Source: an optimization exercise on an open RTL-to-GDS flow (aim: small area, a short achievable clock period and few clock cycles per item). Production flows keep margins and buffers that such runs may drop.
Function was checked by simulation only, so behaviour that the tests miss may differ from the original.
No activity file was given, so power comes from the tool's default toggle rates.

$ cat design/flow/config.mk
export PLATFORM = sky130hd
export DESIGN_NAME = multi_slot_interval_timer
export DESIGN_NICKNAME = multi_slot_interval_timer
export VERILOG_FILES = /design/flow/design.v
export SDC_FILE = /design/flow/constraint.sdc
export NUM_CORES = 4
export LEC_CHECK = 0
export CAP_MARGIN = 20
export CORE_MARGIN = 2
export CORE_UTILIZATION = 60
export CTS_BUF_LIST = sky130_fd_sc_hd__clkbuf_8
export CTS_CLUSTER_SIZE = 20
export SETUP_SLACK_MARGIN = 3.0
export SLEW_MARGIN = 20
export SYNTH_HIERARCHICAL = 1
export TNS_END_PERCENT = 0
$ cat design/flow/design.v
`timescale 1ns / 1ps
`default_nettype none
package mst_pkg;
  localparam int NUM_SLOTS = 8;
  localparam logic [3:0] OP_TICK = 4'd0, OP_ADD = 4'd1, OP_REMOVE = 4'd2,
    OP_START_ALL = 4'd3, OP_START_ONE = 4'd4, OP_START_FIRE = 4'd5, OP_STOP_ALL = 4'd6,
    OP_STOP_ONE = 4'd7, OP_CALL = 4'd8, OP_FORCE = 4'd9, OP_QUERY = 4'd10;
  localparam logic [1:0] ST_OK = 2'd0;
  localparam logic [1:0] ST_NOT_FOUND = 2'd1;
  localparam logic [1:0] ST_FULL = 2'd2;
  localparam logic [1:0] ST_CHANGED = 2'd3;
  localparam logic [1:0] MODE_ONCE = 2'd0;
  localparam logic [1:0] MODE_COUNTED = 2'd1;
endpackage
`default_nettype wire
`timescale 1ns / 1ps
`default_nettype none
module mst_cy #(parameter int W = 32, parameter bit CI = 1'b0) (
  input  wire logic [W-1:0] a,
  input  wire logic [W-1:0] b,
  output logic              co
);
  logic [2*W-1:1] g, p;
  for (genvar i = 0; i < W; i++) begin : g_leaf
    if (i == 0) begin : g_cin
      if (CI) begin : g_one
        assign g[W] = a[0] | b[0];
      end else begin : g_zero
        assign g[W] = a[0] & b[0];
      end
      assign p[W] = 1'b0;
    end else begin : g_bit
      assign g[W+i] = a[i] & b[i];
      assign p[W+i] = a[i] | b[i];
    end
  end
  for (genvar i = W - 1; i >= 1; i--) begin : g_node
    assign g[i] = g[2*i+1] | (p[2*i+1] & g[2*i]);
    assign p[i] = p[2*i+1] & p[2*i];
  end
  assign co = g[1];
endmodule
module mst_sel (
  input  wire logic s,
  input  wire logic a,
  input  wire logic b,
  output logic      y
);
  assign y = s ? b : a;
endmodule
module mst_cell (
  input  wire logic        clk,
  input  wire logic        vp,         
  input  wire logic [7:0]  event_id,
  input  wire logic [31:0] now,
  input  wire logic [31:0] nnow,       
  input  wire logic [31:0] new_interval,
  input  wire logic [1:0]  new_mode,
  input  wire logic [15:0] new_limit_n,   
  input  wire logic        new_enable,
  input  wire logic        clear_count,
  input  wire logic        t_tick,
  input  wire logic        t_add,
  input  wire logic        t_start_all,
  input  wire logic        t_stop_all,
  input  wire logic        t_start_one,
  input  wire logic        t_start_fire,
  input  wire logic        t_stop_one,
  input  wire logic        t_call,
  input  wire logic        app,        
  output logic             hit,
  output logic             due,
  output logic [7:0]       id,
  output logic [31:0]      ival,
  output logic [1:0]       mode,
  output logic             en,
  output logic [31:0]      lt,
  output logic [15:0]      cnt
);
  logic [15:0] limn;
  logic [15:0] cinc;
  logic dis, addh;
  logic [31:0] sn, m;
  logic c1n, ctn, ge_c;
  assign sn = nnow ^ lt ^ ival;
  assign m  = (nnow & lt) | (nnow & ival) | (lt & ival);
  mst_cy #(.W(32), .CI(1'b0)) u_c1 (.a(nnow), .b(lt), .co(c1n));
  mst_cy #(.W(32), .CI(1'b0)) u_ct (.a(sn), .b({m[30:0], 1'b0}), .co(ctn));
  mst_cy #(.W(16), .CI(1'b1)) u_cl (.a(cinc), .b(limn), .co(ge_c));
  logic x, k, lt_e, en_e, cnt_e, lt_we, en_we, cnt_we, inc_e;
  assign x    = !(m[31] ^ c1n);
  assign k    = t_tick && vp && en;
  mst_sel u_due (.s(ctn), .a(vp && en && x), .b(vp && en && !x), .y(due));
  assign hit  = vp && (id == event_id);
  assign cinc = cnt + 16'd1;
  assign dis  = (mode == mst_pkg::MODE_ONCE) || (mode == mst_pkg::MODE_COUNTED && ge_c);
  assign addh = t_add && (hit || app);
  assign inc_e = (t_start_fire || t_call) && hit;
  assign lt_e  = addh || t_start_all || ((t_start_one || t_start_fire) && hit) ||
                 (t_call && hit && en);
  assign en_e  = addh || t_start_all || t_stop_all ||
                 ((t_start_one || t_start_fire || t_stop_one) && hit);
  assign cnt_e = inc_e || addh || t_stop_all || (t_stop_one && hit && clear_count);
  mst_sel u_lt  (.s(ctn), .a(lt_e  || (k && x)), .b(lt_e  || (k && !x)), .y(lt_we));
  mst_sel u_en  (.s(ctn), .a(en_e  || (k && x)), .b(en_e  || (k && !x)), .y(en_we));
  mst_sel u_cnt (.s(ctn), .a(cnt_e || (k && x)), .b(cnt_e || (k && !x)), .y(cnt_we));
  logic en_d;
  logic [15:0] cnt_d;
  assign en_d  = addh ? ((hit && en) || new_enable) :
                 t_tick ? !dis : (t_start_all || ((t_start_one || t_start_fire) && hit));
  assign cnt_d = (inc_e || (t_tick && !dis)) ? cinc : 16'd0;
  always_ff @(posedge clk) begin
    if (t_add && app) id <= event_id;
    if (addh) begin
      ival <= new_interval;
      mode <= new_mode;
      limn <= new_limit_n;
    end
    if (lt_we) lt <= now;
    if (en_we) en <= en_d;
    if (cnt_we) cnt <= cnt_d;
  end
endmodule
`default_nettype wire
`timescale 1ns / 1ps
`default_nettype none
import mst_pkg::*;
module multi_slot_interval_timer (
  input  wire logic        clk,
  input  wire logic        rst,
  input  wire logic        start,
  output logic             busy,
  input  wire logic [3:0]  opcode,
  input  wire logic [7:0]  event_id,
  input  wire logic [31:0] now,
  input  wire logic [31:0] new_interval,
  input  wire logic [1:0]  new_mode,
  input  wire logic [15:0] new_limit,
  input  wire logic        new_enable,
  input  wire logic        clear_count,
  output logic             strobe,
  output logic             kind,
  output logic [1:0]       status,
  output logic [7:0]       fired_id,
  output logic [31:0]      fire_time,
  output logic [15:0]      fire_count,
  output logic [31:0]      slot_interval,
  output logic [1:0]       slot_mode,
  output logic             slot_enabled,
  output logic             last
);
  localparam int N = NUM_SLOTS;
  logic acc;
  logic t_tick, t_add, t_remove, t_start_all, t_start_one, t_start_fire, t_stop_all;
  logic t_stop_one, t_call, t_force, t_query, t_item;
  logic [N-1:0] vp;           
  logic [N-1:0] rem;          
  logic [N-1:0] show;         
  logic [N-1:0] hitv, duev, appv, freev, src, first;
  logic found, full;
  logic [7:0]  s_id   [N];
  logic [31:0] s_ival [N];
  logic [1:0]  s_mode [N];
  logic        s_en   [N];
  logic [31:0] s_lt   [N];
  logic [15:0] s_cnt  [N];
  logic [N-1:0] ord [N];
  logic         bef [N][N];
  assign busy = |rem;
  assign acc = start && !busy && !rst;
  assign t_tick       = acc && opcode == OP_TICK;
  assign t_add        = acc && opcode == OP_ADD;
  assign t_remove     = acc && opcode == OP_REMOVE;
  assign t_start_all  = acc && opcode == OP_START_ALL;
  assign t_start_one  = acc && opcode == OP_START_ONE;
  assign t_start_fire = acc && opcode == OP_START_FIRE;
  assign t_stop_all   = acc && opcode == OP_STOP_ALL;
  assign t_stop_one   = acc && opcode == OP_STOP_ONE;
  assign t_call       = acc && opcode == OP_CALL;
  assign t_force      = acc && opcode == OP_FORCE;
  assign t_query      = acc && opcode == OP_QUERY;
  assign t_item       = acc && opcode != OP_TICK && opcode <= OP_QUERY;
  for (genvar g = 0; g < N; g++) begin : g_cell
    mst_cell u_cell (
      .clk(clk), .vp(vp[g]), .event_id(event_id), .now(now), .nnow(~now), .new_interval(new_interval),
      .new_mode(new_mode), .new_limit_n(~new_limit), .new_enable(new_enable),
      .clear_count(clear_count), .t_tick(t_tick), .t_add(t_add),
      .t_start_all(t_start_all), .t_stop_all(t_stop_all), .t_start_one(t_start_one),
      .t_start_fire(t_start_fire), .t_stop_one(t_stop_one), .t_call(t_call),
      .app(freev[g]), .hit(hitv[g]), .due(duev[g]), .id(s_id[g]), .ival(s_ival[g]),
      .mode(s_mode[g]), .en(s_en[g]), .lt(s_lt[g]), .cnt(s_cnt[g]));
  end
  assign found = |hitv;
  assign full  = &vp;
  always_comb begin
    freev = '0;
    for (int i = N - 1; i >= 0; i--) if (!vp[i]) freev = N'(1) << i;
  end
  assign appv = (t_add && !found) ? freev : '0;
  always_comb begin
    for (int p = 0; p < N; p++)
      for (int q = 0; q < N; q++)
        bef[q][p] = (q < p) ? ord[q][p] : (q > p) ? !ord[p][q] : 1'b0;
    src = t_tick ? duev : rem;
    for (int p = 0; p < N; p++) begin
      first[p] = src[p];
      for (int q = 0; q < N; q++) if (bef[q][p] && src[q]) first[p] = 1'b0;
    end
  end
  always_ff @(posedge clk) begin
    if (rst) begin
      vp <= '0;
      rem <= '0;
      strobe <= 1'b0;
    end else begin
      vp <= (vp | appv) & ~(t_remove ? hitv : '0);
      rem <= src & ~first;
      strobe <= t_item || (|src);
    end
  end
  always_ff @(posedge clk) begin
    for (int p = 0; p < N; p++)
      if (appv[p])
        for (int q = 0; q < N; q++) begin
          if (q < p) ord[q][p] <= 1'b1;
          if (q > p) ord[p][q] <= 1'b0;
        end
  end
  logic [7:0] rid;
  logic [31:0] rnow;
  logic ftnow;
  always_ff @(posedge clk) begin
    rnow <= now;
    show <= first | ((t_add || t_start_one || t_start_fire || t_stop_one || t_call ||
                      t_force || t_query) ? (hitv | appv) : '0);
    kind <= (|src) || ((t_start_fire || t_call || t_force) && found);
    if (!t_item) status <= ST_OK;
    else if (t_add) status <= found ? ST_CHANGED : (full ? ST_FULL : ST_OK);
    else status <= (found || t_start_all || t_stop_all) ? ST_OK : ST_NOT_FOUND;
    rid <= (t_item && !t_start_all && !t_stop_all) ? event_id : 8'd0;
    ftnow <= (t_call || t_force) && found;
  end
  assign last = !busy;
  always_comb begin
    fired_id = rid;
    fire_time = ftnow ? rnow : 32'd0;
    fire_count = '0;
    slot_interval = '0;
    slot_mode = '0;
    slot_enabled = 1'b0;
    for (int p = 0; p < N; p++) begin
      fired_id |= show[p] ? s_id[p] : 8'd0;
      fire_time |= (show[p] && !ftnow) ? s_lt[p] : 32'd0;
      fire_count |= show[p] ? s_cnt[p] : 16'd0;
      slot_interval |= show[p] ? s_ival[p] : 32'd0;
      slot_mode |= show[p] ? s_mode[p] : 2'd0;
      slot_enabled |= show[p] && s_en[p];
    end
  end
endmodule
`default_nettype wire
$ cat design/flow/flow/run.sh
#!/bin/bash
# The standard layout, with the port buffers made of buf_2 cells instead of the
# cell buffer_ports picks by default (a clkdlybuf4s50, slow and larger).
set -o pipefail
export BUFFER_PORTS_ARGS="-buffer_cell sky130_fd_sc_hd__buf_2"
cp standard.sh standard_copy.log 2>/dev/null
bash standard.sh > standard.log 2>&1
$ cat design/flow/standard.sh
#!/bin/bash
# synth_recipe.tcl (not shown) runs the flow's synth.tcl, then flattens the netlist and writes it again
# the make line also repeats each setting of config.mk as NAME=value (left out here)
make -C /OpenROAD-flow-scripts/flow DESIGN_CONFIG=/design/flow/config.mk WORK_HOME=/design/flow/orfs CLKGATE_MAP_FILE= SYNTH_SCRIPT=/design/flow/synth_recipe.tcl "${@:-finish}"
$ cat design/flow/constraint.sdc
create_clock -name core_clock -period 7.0 [get_ports {clk}]
set_input_delay 1.4000 -clock core_clock [delete_from_list [all_inputs] [get_ports {clk}]]
set_output_delay 1.4000 -clock core_clock [all_outputs]
set_load 0.01 [all_outputs]
==> results of run 1 <==
==> cell families (layout without fill, tap and decap cells) <==
group,after synthesis,after routing,share of synthesized area [%]
DFF,953,953,50.8
and+or+nand+nor,1301,1303,12.2
buffers and inverters,352,1027,2.45
xor gates and xnor gates,169,169,2.72
muxes,41,41,1.05
AOI/OAI and AO/OA,1566,1566,20.6
other,8,29,0.0552
adders and majority gates,288,288,10.1
==> critical path: stages (launching register included) <==
cell and delay (ns):
dfxtp_4 0.68, nor2b_4 0.24, buf_4 0.63, a22oi_1 0.21, nand2_1 0.12, a221oi_1 0.06
nand2_1 0.32, buf_2 0.20
==> cells in the mapped netlist, drive strengths merged (17+ instances only) <==
library cell	instances
a22o	40
xnor2	64
a2111oi	19
fa	256
o21ai	86
or2	42
a21o	46
a22oi	359
nand3	88
o32ai	32
a221oi	47
mux2	32
nand4	77
o221ai	17
or4	22
maj3	24
a211oi	68
and2	48
dfxtp	97
o211ai	52
nor2	429
edfxtp	856
a31oi	168
inv	226
nor4	84
o22ai	164
a222oi	40
xor2	105
or3	34
nor3	97
nand2	228
o31ai	80
clkbuf	100
nor2b	35
o22a	25
nand2b	20
buf	26
and3	66
a21oi	232
==> registers in the layout, summed over array words and instances (netlist names) <==
signal / flops
show: 8
g_cell.u_cell.id: 64
g_cell.u_cell.cnt: 128
g_cell.u_cell.ival: 256
g_cell.u_cell.limn: 128
rid: 8
g_cell.u_cell.lt: 256
rem: 8
kind: 1
rnow: 32
vp: 8
g_cell.u_cell.mode: 16
ftnow: 1
ord: 28
g_cell.u_cell.en: 8
status: 2
strobe: 1
==> modules after synthesis (local to each module, per instance), a selection <==
| module | area (um2) | cells |
|---|---|---|
| mst_cell | 4690 | 280 |
| mst_sel | 15.0 | 1 |
| multi_slot_interval_timer | 7510 | 982 |
==> layout make-up <==
type	instances	area (um2)	share of cell area, %
clock inverters	121	933	1.46
repair inverters	9	60.1	0.0936
multi-input cells	3383	26700	41.7
well taps	1176	1470	2.29
repair buffers	497	3860	6.02
inverters	226	965	1.50
diodes	13	32.5	0.0507
flip-flops and latches	953	27700	43.2
clock buffers	174	2390	3.73
==> stage by stage <==
step / util, % / area [um2] / setup WS (ns)
2_1_floorplan: - / 54500 / 1.80
3_3_place_gp: 64.3 / 57800 / 0.595
3_5_place_dp: 64.3 / 57800 / 0.474
4_1_cts: 71.0 / 63800 / 2.49
5_1_grt: 71.3 / 64100 / 2.23
6_report: 71.4 / 64100 / 2.22
==> routing by layer <==
layer / vias to the layer above / share of wire (%) / track usage, %
met2: 4207 / 42 / 64.7
li1: 19691 / - / -
met5: - / 0.11 / 0.827
met4: 24 / 5.7 / 22.6
met3: 810 / 17 / 17.9
met1: 23351 / 35 / 62.0
==> power breakdown <==
part | leakage (uW) | switching [uW] | internal (uW)
registers | 0.00864 | 23.0 | 6200
logic | 0.0126 | 702 | 408
clock network | 0.00185 | 2480 | 2800
total | 0.0231 | 3200 | 9410
==> timing repair <==
action / 4_1_cts / 5_1_grt
gates resized for setup: 224 / 31
hold endpoints to repair: 0 / 0
hold buffers: 0 / 0
setup endpoints to repair: 840 / 985
pin swaps: 91 / 33
cloned: 14 / 0
buffers inserted: 156 / 12
==> worst max path at each step <==
stage	from	end	slack, ns	depth (start not counted)
floorplan	now[3]	rem[1]$_SDFF_PP0_	1.80	16
global placement	now[21]	rem[4]$_SDFF_PP0_	0.60	17
detailed placement	now[30]	rem[7]$_SDFF_PP0_	0.47	18
CTS	now[3]	rem[1]$_SDFF_PP0_	2.49	20
global route	now[22]	rem[4]$_SDFF_PP0_	2.23	19
finish	show[5]$_DFF_P_	fire_time[14]	2.22	7
==> results.json, run 1 <==
{
  "worstPathArrival_ns": 3.38,
  "gr-usage-all-layers_pct": 45.9,
  "viasPerCell": 7.34,
  "skew_ns": 0.0458,
  "htree_levels": 4,
  "synthArstFlopShare_pct": 0,
  "worst_r2r_endpoint": "g_cell[3].u_cell.lt[7]$_DFFE_PP_",
  "finalWirelength_um": 216000,
  "dr_total_vias": 48083,
  "r2r_slack_ns": 2.48,
  "period_minus_slack_ns": 4.78,
  "fin_nets": 5594,
  "ff2ff_path_depth": 10,
  "finalSetupViolCount": 0,
  "hp-class": "reg -> reg",
  "fmax_mhz": 209,
  "path_clk_slew_ns": 0.06,
  "dp_cells": 6062,
  "ir_drop_mv": 0.214,
  "ys_ff_latch": 953,
  "numCtsBuffers": 161,
  "boundaryPins": 196,
  "syn2layout_area_growth_pct": 17.9,
  "slew_violations": 0,
  "netlist_area_mm2": 0.0544,
  "fin_tns_setup_ns": 0,
  "seq_area_frac_synth_pct": 50.8,
  "ys_top_cells_by_area": "edfxtp_1 (47%), fa_1 (9.4%), a22oi_1 (5.0%), dfxtp_1 (3.6%), nor2_1 (3.0%)",
  "fin_hold_ws_ns": 0.468,
  "drc": 0,
  "synthDistinctLibCells": 78,
  "timing.final.crit_share_pct": 68.2,
  "status": "timing/DRC/antenna clean",
  "overflow": 0,
  "worstHoldPathCells": 2,
  "cts_root_buf": "clkbuf_8",
  "syn-instance-count": 4678,
  "nFillCells": 6482,
  "yosysTopAreaCell": "edfxtp_1",
  "grt_max_degree": 60,
  "crit_required_ns": 5.60,
  "r2r-start": "rem[4]$_SDFF_PP0_",
  "ant_nets": 0,
  "drt_iter0_drc": 9001,
  "hold_path.startpoint": "ord[0][2]$_SDFFE_PP1P_",
  "synth-edff-count": 856,
  "worstSetupPathType": "reg -> out",
  "place.gp.congestion": 1.01,
  "max_slew_margin_pct": 4.35,
  "final_cell_mix": "edfxtp_1 (856), nor2_1 (419), a22oi_1 (358), buf_4 (260), fa_1 (249)",
  "clkSinkCount": 953,
  "layout_commonest_cell": "edfxtp_1",
  "clock_latency_ns": 0.92,
  "die_h_um": 305,
  "power_uw": 12600,
  "yosysWarnings": 18,
  "drive_above_1_share_pct": 21.6,
  "worst_pin_slew_ns": 1.42,
  "whs_endpoint": "ord[0][2]$_SDFFE_PP1P_",
  "portBuffers": 195,
  "start_util_pct": 60.5,
  "grt_pass1_wl_um": 307000,
  "num_rows": 110,
  "hpwl_um": 147000,
  "die_area_mm2": 0.0931,
  "synth_flop_cell": "edfxtp_1",
  "wl_per_cell_um": 33.0,
  "drt_first_pass_iters": 10,
  "synth_top_area_share_pct": 47.2,
  "syn-mean-instance-area_um2": 11.6,
  "final_cell_count_no_fill": 6552,
  "rsz0062_at_grt": "true",
  "power_density_mw_per_mm2": 197,
  "endpoint_kind": "output port",
  "chipWidth_um": 305,
  "leakage_uw": 0.0231,
  "grt_pass1_vias": 45573,
  "cts_tree": "yes",
  "antenna_found_initial": 21,
  "core_area_mm2": 0.0899,
  "crit_path_max_fanout": 32,
  "cts_buffer_depth": 3,
  "critPathLaunchType": "flop",
  "drv_cap": 0,
  "hold_viol": 0
}
Testbench counts, summed over its fixed seeds: cycles 4,048, commands 3,200.
==> run 2: changes to the inputs <==
--- a/design/flow/design.v
+++ b/design/flow/design.v
@@ -157,4 +157,4 @@
   logic [N-1:0] rem;          
-  logic [N-1:0] show;         
-  logic [N-1:0] hitv, duev, appv, freev, src, first;
+  logic [N-1:0] sel;          
+  logic [N-1:0] hitv, duev, appv, freev, cur, show;
   logic found, full;
@@ -168,3 +168,8 @@
   logic         bef [N][N];
-  assign busy = |rem;
+  always_comb begin
+    busy = 1'b0;
+    for (int p = 0; p < N; p++)
+      for (int q = p + 1; q < N; q++)
+        if (rem[p] && rem[q]) busy = 1'b1;
+  end
   assign acc = start && !busy && !rst;
@@ -203,8 +208,8 @@
         bef[q][p] = (q < p) ? ord[q][p] : (q > p) ? !ord[p][q] : 1'b0;
-    src = t_tick ? duev : rem;
     for (int p = 0; p < N; p++) begin
-      first[p] = src[p];
-      for (int q = 0; q < N; q++) if (bef[q][p] && src[q]) first[p] = 1'b0;
-    end
-  end
+      cur[p] = rem[p];
+      for (int q = 0; q < N; q++) if (bef[q][p] && rem[q]) cur[p] = 1'b0;
+    end
+  end
+  logic item;
   always_ff @(posedge clk) begin
@@ -213,7 +218,7 @@
       rem <= '0;
-      strobe <= 1'b0;
+      item <= 1'b0;
     end else begin
       vp <= (vp | appv) & ~(t_remove ? hitv : '0);
-      rem <= src & ~first;
-      strobe <= t_item || (|src);
+      rem <= t_tick ? duev : (rem & ~cur);
+      item <= t_item;
     end
@@ -230,11 +235,12 @@
   logic [31:0] rnow;
-  logic ftnow;
+  logic ftnow, rkind;
+  logic [1:0] rstatus;
   always_ff @(posedge clk) begin
     rnow <= now;
-    show <= first | ((t_add || t_start_one || t_start_fire || t_stop_one || t_call ||
-                      t_force || t_query) ? (hitv | appv) : '0);
-    kind <= (|src) || ((t_start_fire || t_call || t_force) && found);
-    if (!t_item) status <= ST_OK;
-    else if (t_add) status <= found ? ST_CHANGED : (full ? ST_FULL : ST_OK);
-    else status <= (found || t_start_all || t_stop_all) ? ST_OK : ST_NOT_FOUND;
+    sel <= (t_add || t_start_one || t_start_fire || t_stop_one || t_call || t_force ||
+            t_query) ? (hitv | appv) : '0;
+    rkind <= (t_start_fire || t_call || t_force) && found;
+    if (!t_item) rstatus <= ST_OK;
+    else if (t_add) rstatus <= found ? ST_CHANGED : (full ? ST_FULL : ST_OK);
+    else rstatus <= (found || t_start_all || t_stop_all) ? ST_OK : ST_NOT_FOUND;
     rid <= (t_item && !t_start_all && !t_stop_all) ? event_id : 8'd0;
@@ -242,2 +248,6 @@
   end
+  assign show = sel | cur;
+  assign strobe = item || (|rem);
+  assign kind = rkind || (|rem);
+  assign status = rstatus;
   assign last = !busy;
==> results.json, run 2 <==
{
  "numCtsBuffers": 162,
  "chipWidth_um": 308,
  "worstSetupPathType": "reg -> out",
  "period_minus_slack_ns": 4.94,
  "status": "timing/DRC/antenna clean",
  "synth_xor_area_share_pct": 3.06,
  "synth-edff-count": 856,
  "fmax_mhz": 203,
  "hold_viol": 0,
  "finalSetupViolCount": 0,
  "ant_nets": 0,
  "boundaryPins": 196,
  "endpoint_kind": "output port",
  "synth_top_family_by_area": "compound AO/OA/AOI/OAI gates",
  "syn2layout_area_growth_pct": 14.2,
  "portBuffers": 195,
  "synthDistinctLibCells": 85,
  "cts_root_buf": "clkbuf_8",
  "wl_per_cell_um": 36.1,
  "critPathLaunchType": "flop",
  "grt_pass1_vias": 45454,
  "cts_tree": "yes",
  "hp-class": "reg -> reg",
  "worst_pin_slew_ns": 1.20,
  "synth_mux_area_share_pct": 0.887,
  "yosysTopAreaCell": "edfxtp_1",
  "syn-mean-instance-area_um2": 11.7,
  "drt_iter0_drc": 10502,
  "layout_commonest_cell": "edfxtp_1",
  "die_area_mm2": 0.0946,
  "clock_latency_ns": 0.91,
  "final_cell_count_no_fill": 6464,
  "num_rows": 111,
  "die_h_um": 308,
  "synth_compound_area_share_pct": 21.5,
  "synth_most_common_cell": "edfxtp_1",
  "ir_drop_mv": 0.203,
  "core_area_mm2": 0.0915,
  "finalWirelength_um": 234000,
  "place.gp.congestion": 1.07,
  "max_slew_margin_pct": 19.9,
  "ys_top_cells_by_count": "edfxtp_1 (856), nor2_1 (458), inv_1 (288)",
  "antenna_found_initial": 22,
  "slew_violations": 0,
  "crit_path_max_fanout": 20,
  "synth_top_area_share_pct": 46.5,
  "fin_nets": 5491,
  "synthArstFlopShare_pct": 0,
  "worstPathArrival_ns": 3.54,
  "gr-usage-all-layers_pct": 48.2,
  "skew_ns": 0.0669,
  "start_util_pct": 60.4,
  "ys_ff_latch": 953,
  "power_density_mw_per_mm2": 196,
  "drc": 0,
  "synth-simple-area-share_pct": 11.5,
  "drv_cap": 0,
  "biggestRegsByFlops": "g_cell.u_cell.ival: 256 flops, g_cell.u_cell.lt: 256 flops",
  "syn-instance-count": 4720,
  "grt_pass1_wl_um": 321000,
  "dp_cells": 6040,
  "netlist_area_mm2": 0.0553,
  "use_met1_pct": 63.6,
  "crit_required_ns": 5.60,
  "dr_total_vias": 49589,
  "hpwl_um": 152000,
  "ys_top_cells_by_area": "edfxtp_1 (47%), fa_1 (9.3%), dfxtp_1 (3.5%), a222oi_1 (3.4%), nor2_1 (3.1%)",
  "path_clk_slew_ns": 0.07,
  "use_met3_pct": 21.7,
  "power_uw": 12400,
  "overflow": 0,
  "drive_above_1_share_pct": 17.3,
  "grt_max_degree": 52,
  "final_cell_mix": "edfxtp_1 (856), nor2_1 (450), inv_1 (305), fa_1 (256), a21oi_1 (245)",
  "synth_flop_cell": "edfxtp_1",
  "leakage_uw": 0.0227,
  "htree_levels": 4,
  "cts_buffer_depth": 3,
  "synth-adder-area-share_pct": 9.96,
  "drt_first_pass_iters": 14,
  "rsz0062_at_grt": "true",
  "viasPerCell": 7.67,
  "grt.busiest_layer": "met2",
  "yosysWarnings": 18,
  "clkSinkCount": 953,
  "seq_area_frac_synth_pct": 50.0,
  "timing.final.crit_share_pct": 70.5,
  "use_met2_pct": 66.4
}
[run 2: cell types whose count changed after synthesis, moves of 29 or more]
cell | previous run | this run
a222oi_1 | 40 | 186
or3_1 | 18 | 54
xor2_1 | 105 | 57
nor2_1 | 429 | 458
a21oi_1 | 216 | 245
a22oi_1 | 359 | 176
nand4_1 | 77 | 25
nand3_1 | 71 | 171
a31oi_1 | 168 | 137
nand2_1 | 228 | 123
inv_1 | 226 | 288
o211ai_1 | 52 | 17
xnor2_1 | 64 | 136
[run 2: logic make-up (layout without fill, tap and decap cells)]
kind of cell,count (synthesis),in the layout
AOI/OAI and AO/OA,1576,1579
and+or+nand+nor,1239,1246
DFF,953,953
buffers and inverters,429,954
adders and majority gates,289,289
xor gates and xnor gates,193,193
muxes,33,36
other,8,28
[run 2: timing repair]
item | in CTS | in global routing
gates cloned | 18 | 11
setup buffers | 60 | 20
endpoints found under the setup margin | 1075 | 1101
hold buffers | 0 | 0
resized for setup | 92 | 18
pin swaps | 29 | 15
[run 2: layout make-up]
type	count	area, um2
fillers	6753	28400
flip-flops and latches	953	27700
multi-input cells	3359	26900
repair buffers	352	2640
clock buffers	174	2390
well taps	1186	1480
inverters	289	1160
clock inverters	128	831
repair inverters	11	57.6
diodes	12	30.0
[run 2: final timing paths]
| path | from | cells after the start | to | slack, ns |
|---|---|---|---|---|
| setup / recovery | rem[3]$_SDFF_PP0_ | 8 | fire_time[8] | 2.06 |
| hold / removal | ord[5][6]$_SDFFE_PP1P_ | 1 | ord[5][6]$_SDFFE_PP1P_ | 0.49 |
| setup reg to reg | rem[4]$_SDFF_PP0_ | 11 | g_cell[5].u_cell.lt[29]$_DFFE_PP_ | 2.21 |
| hold reg to reg | ord[5][6]$_SDFFE_PP1P_ | 1 | ord[5][6]$_SDFFE_PP1P_ | 0.49 |
[run 2: per-module statistics from Yosys, one instance, submodules excluded, excerpt]
module / flip-flops and latches / times used / cell area [um2]
multi_slot_interval_timer: 97 / 1 / 8830
mst_cell: 107 / 8 / 4640
mst_sel: 0 / 32 / 15.0
[run 2: stage by stage]
step                      area, um2  util, %  hold WS, ns  worst slack, ns  setup TNS (ns)
final                         63100     69.0        0.490             2.06               0
after global routing          63100     69.0        0.500             2.13               0
after CTS                     62700     68.6        0.486             2.27               0
after detailed placement      58100     63.4        0.462            0.488               0
after global placement        58000     63.4        0.455           -0.164           -5.00
after floorplan               55400        -        0.440             2.64               0
[run 2: layer usage]
layer  vias up  part of all wire (%)
met5         -                 0.091
met4        16                   6.9
met3      1091                    18
met2      4991                    40
met1     23721                    34
li1      19770                     -
[run 2: where the power goes]
part	switching, uW	internal, uW	total (uW)
Combinational	696	342	1040
Clock	2480	2590	5070
Sequential	58.4	6230	6290
[run 2: worst max-delay path: stages, from the launching register on]
cell and delay (ns):
dfxtp_4 0.42, a22oi_1 0.25, o211ai_1 0.21, buf_4 0.21, nor2_4 0.23, buf_4 0.48
a222oi_1 0.17, a41oi_1 0.44, buf_2 0.21
Testbench counts of run 2, summed over its fixed seeds: cycles 4,048, commands 3,200.

## separate check: timing with driven ports
The flow's constraints put no driver on any port. The routed layouts listed below were extracted and timed again, unchanged, in two steps. Step 1: set_driving_cell puts a clkbuf_16 on clk and a buf_2 on each other input, an assumption about the parent block. Step 2 also shifts input and output timing later by t, the mid clock arrival at the registers, as if the neighbouring blocks saw the same clock. Three values: ideal ports, drivers, drivers and shift; two values: the first two.
run | t, ns | slack for setup (ns) | latest minus earliest clock arrival (ns) | worst register clock-pin slew, ns | worst slew at a driven data input, ns
run 1 | 0.972 | 2.224 / 2.150 / 1.298 | 0.047 / 0.047 | 0.08 / 0.08 | 0.17
run 2 | 0.952 | 2.065 / 1.993 / 1.211 | 0.068 / 0.068 | 0.07 / 0.07 | 0.19
After both steps setup and hold are still met in every run listed. For run 1, which loses most, drivers alone change the setup slack by -0.074 ns; drivers and shift together by -0.926 ns.
